This is an optimization exercise on Yosys and OpenROAD, whose aim is small area, a short achievable clock period and few clock cycles per item, not a production implementation.
Only simulation tests tie the RTL to the original design; equivalence was not proved.
No activity file was given, so power comes from the tool's default toggle rates.

==> design.v <==
package hcms_pkg;
  localparam int unsigned ADDR_W      = 5;    
  localparam int unsigned DATA_W      = 32;
  localparam int unsigned TABLE_SLOTS = 7;
  localparam int unsigned QUOT_W      = 6;    
  localparam logic [7:0] TOP_LEVEL  = 8'd255;
  localparam logic [7:0] PINK_RED   = 8'd255;
  localparam logic [7:0] PINK_GREEN = 8'd109;
  localparam logic [7:0] PINK_BLUE  = 8'd194;
  localparam logic [2:0] REG_ENTRY_COUNT = 3'd0;
endpackage
module hcms_regs #(
  parameter int unsigned MAX_ENTRIES = 7
) (
  input  logic                                        clk_i,
  input  logic                                        rst_ni,
  input  logic                                        psel,
  input  logic                                        penable,
  input  logic                                        pwrite,
  input  logic [hcms_pkg::ADDR_W-1:0]                 paddr,
  input  logic [hcms_pkg::DATA_W-1:0]                 pwdata,
  output logic [hcms_pkg::DATA_W-1:0]                 prdata,
  output logic [2:0]                                  entry_count_o,
  output logic [MAX_ENTRIES-1:0][hcms_pkg::DATA_W-1:0] entries_o
);
  logic [2:0]                                   count_q;
  logic [MAX_ENTRIES-1:0][hcms_pkg::DATA_W-1:0] entry_q;
  logic [2:0]                                   reg_idx;
  logic [MAX_ENTRIES:0]                         wr_q;
  logic [hcms_pkg::DATA_W-1:0]                  rd_d;
  logic [hcms_pkg::DATA_W-1:0]                  rd_q;
  assign reg_idx = paddr[hcms_pkg::ADDR_W-1:2];
  always_ff @(posedge clk_i or negedge rst_ni) begin
    if (!rst_ni) begin
      wr_q <= '0;
    end else begin
      for (int i = 0; i <= MAX_ENTRIES; i++) begin
        wr_q[i] <= psel & ~penable & pwrite & (reg_idx == 3'(i));
      end
    end
  end
  always_ff @(posedge clk_i or negedge rst_ni) begin
    if (!rst_ni) begin
      count_q <= '0;
      entry_q <= '0;
    end else begin
      if (wr_q[0]) begin
        count_q <= pwdata[2:0];
      end
      for (int i = 0; i < MAX_ENTRIES; i++) begin
        if (wr_q[i+1]) begin
          entry_q[i] <= pwdata;
        end
      end
    end
  end
  always_comb begin
    rd_d = {{(hcms_pkg::DATA_W-3){1'b0}}, count_q};
    for (int i = 0; i < MAX_ENTRIES; i++) begin
      if (reg_idx == 3'(i + 1)) begin
        rd_d = entry_q[i];
      end
    end
  end
  always_ff @(posedge clk_i) begin
    rd_q <= rd_d;
  end
  assign prdata = rd_q;
  assign entry_count_o = count_q;
  assign entries_o     = entry_q;
endmodule
module hcms_scan #(
  parameter int unsigned MAX_ENTRIES = 7
) (
  input  logic [2:0]                                   entry_count_i,
  input  logic [MAX_ENTRIES-1:0][hcms_pkg::DATA_W-1:0] entries_i,
  input  logic [7:0]                                   lvl_i,
  output logic [MAX_ENTRIES-1:0]                       sel_o
);
  logic [MAX_ENTRIES:0] pass;
  logic [MAX_ENTRIES:0] ok;
  always_comb begin
    for (int i = 0; i < MAX_ENTRIES; i++) begin
      ok[i] = (3'(i) < entry_count_i) & (lvl_i >= entries_i[i][31:24]);
    end
    ok[MAX_ENTRIES] = 1'b0;
  end
  always_comb begin
    pass[0] = 1'b1;
    for (int i = 0; i < MAX_ENTRIES; i++) begin
      pass[i+1] = pass[i] & ok[i];
    end
    for (int i = 0; i < MAX_ENTRIES; i++) begin
      sel_o[i] = pass[i+1] & ~ok[i+1];
    end
  end
endmodule
module hcms_span #(
  parameter int unsigned MAX_ENTRIES = 7
) (
  input  logic [2:0]                                   entry_count_i,
  input  logic [MAX_ENTRIES-1:0][hcms_pkg::DATA_W-1:0] entries_i,
  input  logic [7:0]                                   lvl_i,
  input  logic [MAX_ENTRIES-1:0]                       sel_i,
  output logic                                         hit_o,
  output logic [2:0]                                   k_o,
  output logic [7:0]                                   a_o,
  output logic [7:0]                                   d_o
);
  logic [MAX_ENTRIES-1:0][7:0] nxt;
  logic [7:0]                  h_k;
  logic [7:0]                  next;
  logic [7:0]                  span;
  always_comb begin
    for (int i = 0; i < MAX_ENTRIES - 1; i++) begin
      nxt[i] = (3'(i + 1) < entry_count_i) ? entries_i[i+1][31:24] : hcms_pkg::TOP_LEVEL;
    end
    nxt[MAX_ENTRIES-1] = hcms_pkg::TOP_LEVEL;
  end
  always_comb begin
    h_k  = '0;
    next = '0;
    k_o  = '0;
    for (int i = 0; i < MAX_ENTRIES; i++) begin
      h_k  = h_k  | ({8{sel_i[i]}} & entries_i[i][31:24]);
      next = next | ({8{sel_i[i]}} & nxt[i]);
      k_o  = k_o  | ({3{sel_i[i]}} & 3'(i));
    end
  end
  assign hit_o = |sel_i;
  assign a_o   = next - lvl_i;
  assign span  = next - h_k;
  assign d_o   = {span[7:1], span[0] | (&h_k)};
endmodule
module hcms_num (
  input  logic [7:0] a_i,
  output logic [7:0] r_o,
  output logic [5:1] n_o
);
  logic [12:0] m;
  assign m   = (13'(a_i) << 4) + (13'(a_i) << 3) + 13'(a_i);
  assign r_o = m[12:5];
  assign n_o = m[4:0];
endmodule
module hcms_div (
  input  logic [7:0] r_i,
  input  logic       n_i,
  input  logic [7:0] d_i,
  output logic [7:0] r_o,
  output logic       q_o
);
  logic [8:0] t;
  logic [8:0] diff;
  assign t    = {r_i, n_i};
  assign diff = t - {1'b0, d_i};
  assign q_o  = ~diff[8];
  assign r_o  = diff[8] ? t[7:0] : diff[7:0];
endmodule
module height_color_map_shade #(
  parameter int unsigned MAX_ENTRIES = 7
) (
  input  logic              clk_i,
  input  logic              rst_ni,
  input  logic              start,
  output logic              busy,
  input  logic [7:0]        height_level_i,
  output logic              result_valid_o,
  output logic [7:0]        red_o,
  output logic [7:0]        green_o,
  output logic [7:0]        blue_o,
  output logic              table_hit_o,
  input  logic              psel,
  input  logic              penable,
  input  logic              pwrite,
  input  logic [hcms_pkg::ADDR_W-1:0] paddr,
  input  logic [hcms_pkg::DATA_W-1:0] pwdata,
  output logic [hcms_pkg::DATA_W-1:0] prdata,
  output logic              pready
);
  localparam int unsigned QW = hcms_pkg::QUOT_W;
  logic [2:0]                                   entry_count;
  logic [MAX_ENTRIES-1:0][hcms_pkg::DATA_W-1:0] entries;
  logic [QW+3:0]                                vld_q;
  logic [7:0]                                   lvl0_q;
  logic [MAX_ENTRIES-1:0]                       sel_d;
  logic [MAX_ENTRIES-1:0]                       sel1_q;
  logic [7:0]                                   lvl1_q;
  logic                                         hit_d;
  logic [2:0]                                   k_d;
  logic [7:0]                                   a_d;
  logic [7:0]                                   d_d;
  logic [7:0]                                   a2_q;
  logic [QW+3:2]                                hit_q;
  logic [QW+3:2][2:0]                           k_q;
  logic [QW+2:2][7:0]                           d_q;
  logic [QW+2:3][7:0]                           r_q;
  logic [QW+2:3][QW-1:1]                        n_q;
  logic [QW+3:4][QW-1:0]                        q_q;
  logic [7:0]                                   r_d;
  logic [QW-1:1]                                n_d;
  logic [QW-1:0][7:0]                           step_r;
  logic [QW-1:0]                                step_q;
  logic [23:0]                                  color;
  logic [7:0]                                   dark;
  logic [7:0]                                   red_d, green_d, blue_d;
  logic                                         out_vld_q;
  logic [7:0]                                   out_red_q, out_green_q, out_blue_q;
  logic                                         out_hit_q;
  assign busy   = 1'b0;
  assign pready = 1'b1;
  hcms_regs #(
    .MAX_ENTRIES (MAX_ENTRIES)
  ) u_regs (
    .clk_i         (clk_i),
    .rst_ni        (rst_ni),
    .psel          (psel),
    .penable       (penable),
    .pwrite        (pwrite),
    .paddr         (paddr),
    .pwdata        (pwdata),
    .prdata        (prdata),
    .entry_count_o (entry_count),
    .entries_o     (entries)
  );
  always_ff @(posedge clk_i or negedge rst_ni) begin
    if (!rst_ni) begin
      vld_q     <= '0;
      out_vld_q <= 1'b0;
    end else begin
      vld_q     <= {vld_q[QW+2:0], start};
      out_vld_q <= vld_q[QW+3];
    end
  end
  hcms_scan #(
    .MAX_ENTRIES (MAX_ENTRIES)
  ) u_scan (
    .entry_count_i (entry_count),
    .entries_i     (entries),
    .lvl_i         (lvl0_q),
    .sel_o         (sel_d)
  );
  hcms_span #(
    .MAX_ENTRIES (MAX_ENTRIES)
  ) u_span (
    .entry_count_i (entry_count),
    .entries_i     (entries),
    .lvl_i         (lvl1_q),
    .sel_i         (sel1_q),
    .hit_o         (hit_d),
    .k_o           (k_d),
    .a_o           (a_d),
    .d_o           (d_d)
  );
  hcms_num u_num (
    .a_i (a2_q),
    .r_o (r_d),
    .n_o (n_d)
  );
  for (genvar s = 0; s < QW; s++) begin : g_step
    hcms_div u_div (
      .r_i (r_q[s+3]),
      .n_i (s == QW - 1 ? 1'b0 : n_q[s+3][QW-1-s]),
      .d_i (d_q[s+3]),
      .r_o (step_r[s]),
      .q_o (step_q[s])
    );
  end
  always_ff @(posedge clk_i) begin
    lvl0_q   <= height_level_i;
    sel1_q   <= sel_d;
    lvl1_q   <= lvl0_q;
    hit_q[2] <= hit_d;
    k_q[2]   <= k_d;
    a2_q     <= a_d;
    d_q[2]   <= d_d;
    hit_q[3] <= hit_q[2];
    k_q[3]   <= k_q[2];
    d_q[3]   <= d_q[2];
    r_q[3]   <= r_d;
    n_q[3]   <= n_d;
    for (int s = 0; s < QW; s++) begin
      hit_q[s+4] <= hit_q[s+3];
      k_q[s+4]   <= k_q[s+3];
      q_q[s+4]   <= (s == 0) ? QW'(step_q[s]) << (QW - 1) : q_q[s+3] | (QW'(step_q[s]) << (QW - 1 - s));
      if (s < QW - 1) begin
        d_q[s+4] <= d_q[s+3];
        r_q[s+4] <= step_r[s];
        n_q[s+4] <= n_q[s+3];
      end
    end
  end
  assign color = entries[k_q[QW+3]][23:0];
  assign dark  = 8'(q_q[QW+3]);
  always_comb begin
    if (hit_q[QW+3]) begin
      red_d   = (color[23:16] > dark) ? color[23:16] - dark : '0;
      green_d = (color[15:8]  > dark) ? color[15:8]  - dark : '0;
      blue_d  = (color[7:0]   > dark) ? color[7:0]   - dark : '0;
    end else begin
      red_d   = hcms_pkg::PINK_RED;
      green_d = hcms_pkg::PINK_GREEN;
      blue_d  = hcms_pkg::PINK_BLUE;
    end
  end
  always_ff @(posedge clk_i) begin
    out_red_q   <= red_d;
    out_green_q <= green_d;
    out_blue_q  <= blue_d;
    out_hit_q   <= hit_q[QW+3];
  end
  assign result_valid_o = out_vld_q;
  assign red_o          = out_red_q;
  assign green_o        = out_green_q;
  assign blue_o         = out_blue_q;
  assign table_hit_o    = out_hit_q;
endmodule
==> run.sh <==
#!/bin/bash
# synth_recipe.tcl (not shown) runs the flow's synth.tcl, then flattens the netlist and writes it again
# the make line also repeats each setting of config.mk as NAME=value (left out here)
make -C /OpenROAD-flow-scripts/flow DESIGN_CONFIG=/design/flow/config.mk WORK_HOME=/design/flow/orfs CLKGATE_MAP_FILE= SYNTH_SCRIPT=/design/flow/synth_recipe.tcl finish
==> config.mk <==
export PLATFORM = sky130hd
export DESIGN_NAME = height_color_map_shade
export DESIGN_NICKNAME = height_color_map_shade
export VERILOG_FILES = /design/flow/design.v
export SDC_FILE = /design/flow/constraint.sdc
export NUM_CORES = 4
export LEC_CHECK = 0
export CAP_MARGIN = 20
export CORE_MARGIN = 2
export CORE_UTILIZATION = 60
export SETUP_SLACK_MARGIN = 2.5
export SLEW_MARGIN = 20
==> constraint.sdc <==
create_clock -name core_clock -period 5.0 [get_ports {clk_i}]
set_input_delay 1.0000 -clock core_clock [delete_from_list [all_inputs] [get_ports {clk_i}]]
set_output_delay 1.0000 -clock core_clock [all_outputs]
set_load 0.01 [all_outputs]
==> summary.txt, run 1 <==
DR DRC count=0; GP Congestion=0.922; fill cell count=2687; Synth Warn #=4; worst-skew pair later-pin latency=610 ps; largest net degree at the start of global routing=111; hpwl dp=38900 microns; antenna violations before repair=1; reg-to-reg setup timing slack=1920 ps; Post-synth EDFFs=0; Routed Antenna Nets=0; DR iter-0 viols=1481; peak supply drop=0.388 mV; Routed WL per cell=21.4 microns; Tmin final=3080 ps; Worst Path Arrival=3530 ps; Avg Cell Area, Syn=11.1 sq um; Final Cell Area=28600 sq um; Area Overhead vs Synth=20.9%; max_cap viols=0; most frequent cells in the layout=dfxtp_1 (248), dfrtp_1 (243), mux2_2 (221), nand2_1 (143), inv_1 (141); H-tree depth=2; Critical Path Fanout Max=6; predominant post-synthesis flop cell=dfxtp_1; Startpoint Class=flip-flop; leading area contributor after synthesis=dfrtp_1; site row count=72; CP Buf/Inv Count=2; Net Sw Frac=0.347; setup TNS=0 ps; Via density=6.03; FMAX=0.325 GHz; DIE AREA=41100 sq um; status=finished clean; CTS root buffer=clkbuf_16; total grt overflow=0; Clock Power Share=0.223; type of the most critical hold path=reg2reg; top-area cell type share of the netlist area=0.260; Mapped Area=23700 sq um; Worst Path Required=5440 ps; starting density of the core=0.610; RSZ-0062 raised after global routing=yes; async set or reset register ratio after synthesis=0.486; Logic pwr share=0.442; commonest non-fill, non-tap cell in the layout=dfxtp_1; Total Routed Length=61300 microns; worst path cell trace=buf_12, mux4_2, o21ai_4, ha_4, inv_2, fa_2, a21oi_2, o211ai_1, a21oi_2, a31oi_4, nor3b_4, o21ai_1; PwrDens=637 nW/um^2; first-pass GRT wire length=95700 microns; Final setup viols=0; synthesized instance count=2134; Mapped Nets=2348; Reg power frac=0.335; placed cell area=25200 sq um; io pins=111; fin nets=2521; share of cells above drive strength 1=0.248; Worst path slowest cell=mux4_2; clock sinks=506; Net Switching=6.32 mW; register bit total from synthesis=506; most frequent CP cell=a21oi_2; Die Ht=203 microns; max-slew violations=0; CP peak stage delay=530 ps; Tot GR Track Use=0.298; max_slew headroom=0.356; largest cells by area after synthesis=dfrtp_1 (26%), dfxtp_1 (22%), mux2_2 (11%), ha_1 (7.8%), o21ai_0 (3.0%); Via Count=17300; vias in the first global route=17600; worst-margin pin slew=966 ps; Clock Pin Slew Worst Setup and Hold Paths=60 ps; Final Cycle Share=0.616; DP Worst Slack=1250 ps; kind of critical path=reg2reg; final setup margin=1920 ps; post-synthesis cell type count=72; Num CTS Buffers=52; sequential share of the synthesized area=0.480; P_leak=12.6 nW; final hold vios=0; Final Skew=13.8 ps; critical path endpoint category=flip-flop; multi-input logic area=12100 sq um; register area=11400 sq um; internal power=11.9 mW; CTS tree=yes; Crit path max-delay family=compound AO/OA/AOI/OAI gates; TritonRoute pass-1 iters=7; CTS Buffer Depth=3; Port-buffer cells=106; Placeable Area=38800 sq um; Die Wd=203 microns
## power by group through the flow
stage / clock, mW / sequential [mW] / combinational [mW]
final: 4.06 / 6.10 / 8.06
after global routing: 4.29 / 6.25 / 8.86
after CTS: 4.12 / 6.09 / 7.59
after detailed placement: 0 / 6.14 / 7.07
after global placement: 0 / 6.10 / 6.84
after floorplan: 0 / 5.92 / 5.53
## registers in the layout (all words and copies together), names as in the netlist
register and flops:
k_q 24, vld_q 10, q_q 21, u_regs.count_q 3, out_hit_q 1, d_q 56
out_green_q 8, u_regs.wr_q 8, lvl0_q 8, u_regs.rd_q 32, out_vld_q 1, out_red_q 8
a2_q 8, sel1_q 7, r_q 48, n_q 15, lvl1_q 8, u_regs.entry_q 224
hit_q 8, out_blue_q 8
## path summary, 6_finish.rpt
path | startpoint | to | cells after the start
max | k_q[21] | out_red_q[0] | 12
min | k_q[1] | k_q[4] | 0
max reg2reg | k_q[21] | out_red_q[0] | 12
min reg2reg | k_q[1] | k_q[4] | 0
max in group asynchronous | rst_ni | u_regs.entry_q[8] | 2
min in group asynchronous | rst_ni | vld_q[0] | 1
## cell usage after synthesis, types with 13 or more instances
master / instances
a21oi_1: 81
a221oi_1: 31
a21o_1: 22
dfxtp_1: 260
clkbuf_1: 62
fa_1: 15
o211ai_1: 13
xnor2_1: 50
nand3_1: 34
mux2_2: 221
buf_2: 18
nor3_1: 25
ha_1: 148
dfrtp_1: 246
and3_1: 13
nand4_1: 13
a22oi_1: 35
nor2b_1: 19
mux4_2: 21
nor2_1: 112
inv_1: 147
mux2i_1: 60
o21ai_0: 141
nand2_1: 145
## cell families (layout without fill, tap and decap cells)
| family | Yosys count | count (layout) | share of synthesized area |
|---|---|---|---|
| AOI/OAI and AO/OA | 438 | 438 | 0.124 |
| xor gates and xnor gates | 61 | 61 | 0.0242 |
| adders and majority gates | 163 | 163 | 0.0909 |
| buffers and inverters | 239 | 455 | 0.0404 |
| DFF | 506 | 506 | 0.480 |
| muxes | 307 | 307 | 0.156 |
| other | 2 | 3 | 0.000317 |
| and+or+nand+nor | 418 | 419 | 0.0844 |
## cell type report
cell class	instances	area share
diodes	1	0.0000875
well taps	518	0.0227
clock buffers	80	0.0544
repair buffers	210	0.0746
clock inverters	18	0.00905
multi-input cells	1390	0.422
inverters	147	0.0194
flip-flops and latches	506	0.398
## routing by layer
| layer | share of wire | track usage |
|---|---|---|
| met2 | 0.47 | 0.487 |
| met4 | 0.035 | 0.118 |
| met1 | 0.41 | 0.397 |
| met3 | 0.079 | 0.0525 |
| met5 | 0 | 0 |
## through the flow
| step | total power, mW | std cells | hold slack [ps] | utilization |
|---|---|---|---|---|
| after detailed placement | 13.2 | 2688 | 312 | 0.649 |
| after CTS | 17.8 | 2829 | 321 | 0.719 |
| after global placement | 12.9 | 2688 | 310 | 0.649 |
| final | 18.2 | 2870 | 323 | 0.737 |
| after global routing | 19.4 | 2870 | 320 | 0.737 |
| after floorplan | 11.4 | 2134 | 310 | - |
## worst reg2reg max path, stage by stage, from the launching register on
cell      delay [ps]
dfxtp_4          380
buf_12           140
mux4_2           540
o21ai_4          230
ha_4             170
inv_2             30
fa_2             350
a21oi_2          190
o211ai_1         130
a21oi_2          230
a31oi_4           70
nor3b_4          340
o21ai_1          120
## timing repair
action	in CTS	in global routing
gates cloned	5	0
pin swaps	31	60
endpoints found under the setup margin	107	68
resized for setup	114	100
setup buffers	38	40
hold buffers	0	0
Testbench counts, summed over its fixed seeds: cycles 17,088, items 16,384.
==> run 2, diff against run 1 <==
--- a/config.mk
+++ b/config.mk
@@ -8,5 +8,5 @@
 export CAP_MARGIN = 20
 export CORE_MARGIN = 2
 export CORE_UTILIZATION = 60
-export SETUP_SLACK_MARGIN = 2.5
+export SETUP_SLACK_MARGIN = 2.2
 export SLEW_MARGIN = 20
==> run 2 against run 1 <==
  * Sequential power is essentially flat
  * Die area is the same
  * Cell count shrank 1.1%
  * Still clean
  * Clock skew grew 5.1 ps
  * Flip-flop and latch count is the same
==> summary.txt, run 2 <==
Routed WL per cell=20.7 microns; reg-to-reg setup timing slack=1900 ps; total power=17.5 mW; critical path endpoint category=flip-flop; Routed Antenna Nets=0; total grt overflow=0; fin nets=2488; max_slew headroom=0.452; RSZ-0062 raised after global routing=yes; Die Wd=203 microns; final setup margin=1900 ps; max_cap viols=0; DR iter-0 viols=1376; TritonRoute pass-1 iters=6; type of the most critical hold path=reg2reg; fill cell count=2837; CTS Buffer Depth=3; leading cell types by count after synthesis=dfxtp_1 (260), dfrtp_1 (246), mux2_2 (221), ha_1 (148), inv_1 (147); io pins=111; Post-synth EDFFs=0; leading area contributor after synthesis=dfrtp_1; largest cells by area after synthesis=dfrtp_1 (26%), dfxtp_1 (22%), mux2_2 (11%), ha_1 (7.8%), o21ai_0 (3.0%); P_leak=12.1 nW; Via density=6.01; max-slew violations=0; worst-margin pin slew=821 ps; register bit total from synthesis=506; Final Cell Area=27700 sq um; Critical Path Fanout Max=5; Clock Pin Slew Worst Setup and Hold Paths=60 ps; sequential share of the synthesized area=0.480; Worst Path Arrival=3600 ps; Hold WS=314 ps; final hold vios=0; async set or reset register ratio after synthesis=0.486; kind of critical path=reg2reg; Worst Path Required=5490 ps; Placeable Area=38800 sq um; Startpoint Class=flip-flop; share of cells above drive strength 1=0.210; hold depth=0; CTS root buffer=clkbuf_16; Die Ht=203 microns; DP Worst Slack=1410 ps; peak supply drop=0.436 mV; site row count=72; Port-buffer cells=106; synthesized instance count=2134; Total Routed Length=58800 microns; cts hold-fix bufs=0; vias in the first global route=17000; Final setup viols=0; R2R Path End=out_blue_q[0]; R2R Path Start=k_q[21]; largest registers=u_regs.entry_q: 224 flops, d_q: 56 flops, r_q: 48 flops; most frequent cells in the layout=dfxtp_1 (250), dfrtp_1 (243), mux2_2 (221), ha_1 (146), inv_1 (145); DIE AREA=41100 sq um; largest net degree at the start of global routing=110; Synth Warn #=4; Tot GR Track Use=0.288; most common cell in the netlist=dfxtp_1; top-area cell type share of the netlist area=0.260; Tmin final=3100 ps; Final Skew=18.9 ps; status=finished clean; first-pass GRT wire length=92800 microns; PwrDens=632 nW/um^2; Min-Delay Startpoint=k_q[4]; Hold Path End=k_q[7]; hpwl dp=38200 microns; H-tree depth=2; post-synthesis cell type count=72; Final Cycle Share=0.621; placed cell area=25200 sq um; Top reg by flops=u_regs.entry_q; Largest register FFs=224; clock sinks=506; GP Congestion=0.938; R2R cell count=14; worst-skew pair later-pin latency=620 ps; antenna violations before repair=2; DR DRC count=0; Mapped Area=23700 sq um; predominant post-synthesis flop cell=dfxtp_1; setup TNS=0 ps; FMAX=0.322 GHz; Via Count=17100; Num CTS Buffers=53; Area Overhead vs Synth=17.2%; Mapped Nets=2348; Avg Cell Area, Syn=11.1 sq um; CTS tree=yes; commonest non-fill, non-tap cell in the layout=dfxtp_1; starting density of the core=0.610
run 2: routing by layer:
| metal | wire (microns) | GRT usage |
|---|---|---|
| met2 | 28200 | 0.473 |
| met1 | 24700 | 0.387 |
| met5 | 13 | 0 |
| met3 | 4380 | 0.0533 |
| met4 | 1470 | 0.0970 |
run 2: metrics by stage:
stage	utilization	std cells
CTS	0.707	2817
floorplan	-	2134
finish	0.714	2838
global route	0.714	2838
detailed placement	0.649	2687
global placement	0.649	2687
run 2: worst max path at each step:
stage / start / end / cells past startpoint
after floorplan: k_q[21] / out_red_q[5] / 14
after global placement: k_q[21] / out_red_q[5] / 12
after detailed placement: k_q[21] / out_blue_q[5] / 12
after CTS: k_q[21] / out_red_q[5] / 12
after global routing: k_q[21] / out_blue_q[4] / 14
final: k_q[21] / out_blue_q[0] / 14
run 2: critical path, cell delays in order (launching register included):
cell and delay [ps]:
dfxtp_4 380, buf_6 120, buf_16 100, mux4_2 530
o21ai_4 260, ha_4 170, inv_2 40, fa_2 400
a21oi_2 190, o211ai_1 120, a21oi_2 200, buf_4 150
a31oi_4 40, o21ai_4 200, nor2_1 70
run 2: kinds of logic after synthesis:
| group | after synthesis | share of synthesized area |
|---|---|---|
| compound gates | 438 | 0.124 |
| buf+inv | 239 | 0.0404 |
| xor+xnor | 61 | 0.0242 |
| fa+ha+maj | 163 | 0.0909 |
| flops | 506 | 0.480 |
| simple gates | 418 | 0.0844 |
| other cells | 2 | 0.000317 |
| mux | 307 | 0.156 |
run 2: report_power, final:
| group | total, mW | internal [mW] | switching, mW |
|---|---|---|---|
| Combinational | 7.49 | 3.79 | 3.69 |
| Sequential | 6.07 | 5.33 | 0.748 |
| Clock | 3.97 | 2.31 | 1.66 |
| Total | 17.5 | 11.4 | 6.10 |
run 2: area by class of cell:
cell class | instances | area (sq um) | area share
tap | 518 | 648 | 0.0234
antenna | 1 | 2.50 | 0.0000902
multi-input combinational | 1390 | 11600 | 0.419
clock buffer | 80 | 1510 | 0.0544
clock inverter | 20 | 272 | 0.00979
timing repair buffer | 176 | 1740 | 0.0626
inverter | 147 | 552 | 0.0199
sequential | 506 | 11400 | 0.411
run 2: timing repair:
action,CTS,global route
cloned,4,0
resized for setup,49,36
pin swaps,16,24
hold endpoints to repair,0,0
buffers inserted,26,20
setup endpoints to repair,41,62

-- separate check: timing with driven ports --
How much do the figures lean on ideal ports? The routed layouts below were timed once more, with nothing changed but the port constraints. Step 1: set_driving_cell puts a clkbuf_16 on clk_i and a buf_2 on each other input, an assumption about the parent block. Step 2 moves the port delays by t, midway between the first and last clock arrival at a register: inputs arrive t later, outputs are due t later. That takes back most of the time a late clock gives input paths. Three values: no drivers, after step 1, after step 2; two values: the first two.
run	t, ns	setup WS [ns]	worst hold slack (ns)	worst slew at a driven data input, ns
run 1	0.659	1.919 / 1.919 / 1.903	0.323 / 0.323 / 0.323	0.09
run 2	0.662	1.896 / 1.896 / 1.644	0.314 / 0.314 / 0.314	0.09
After both steps every run listed still meets setup and hold. For run 2, which loses most, drivers alone change the setup slack by 0.000 ns; drivers and shift together by -0.252 ns.
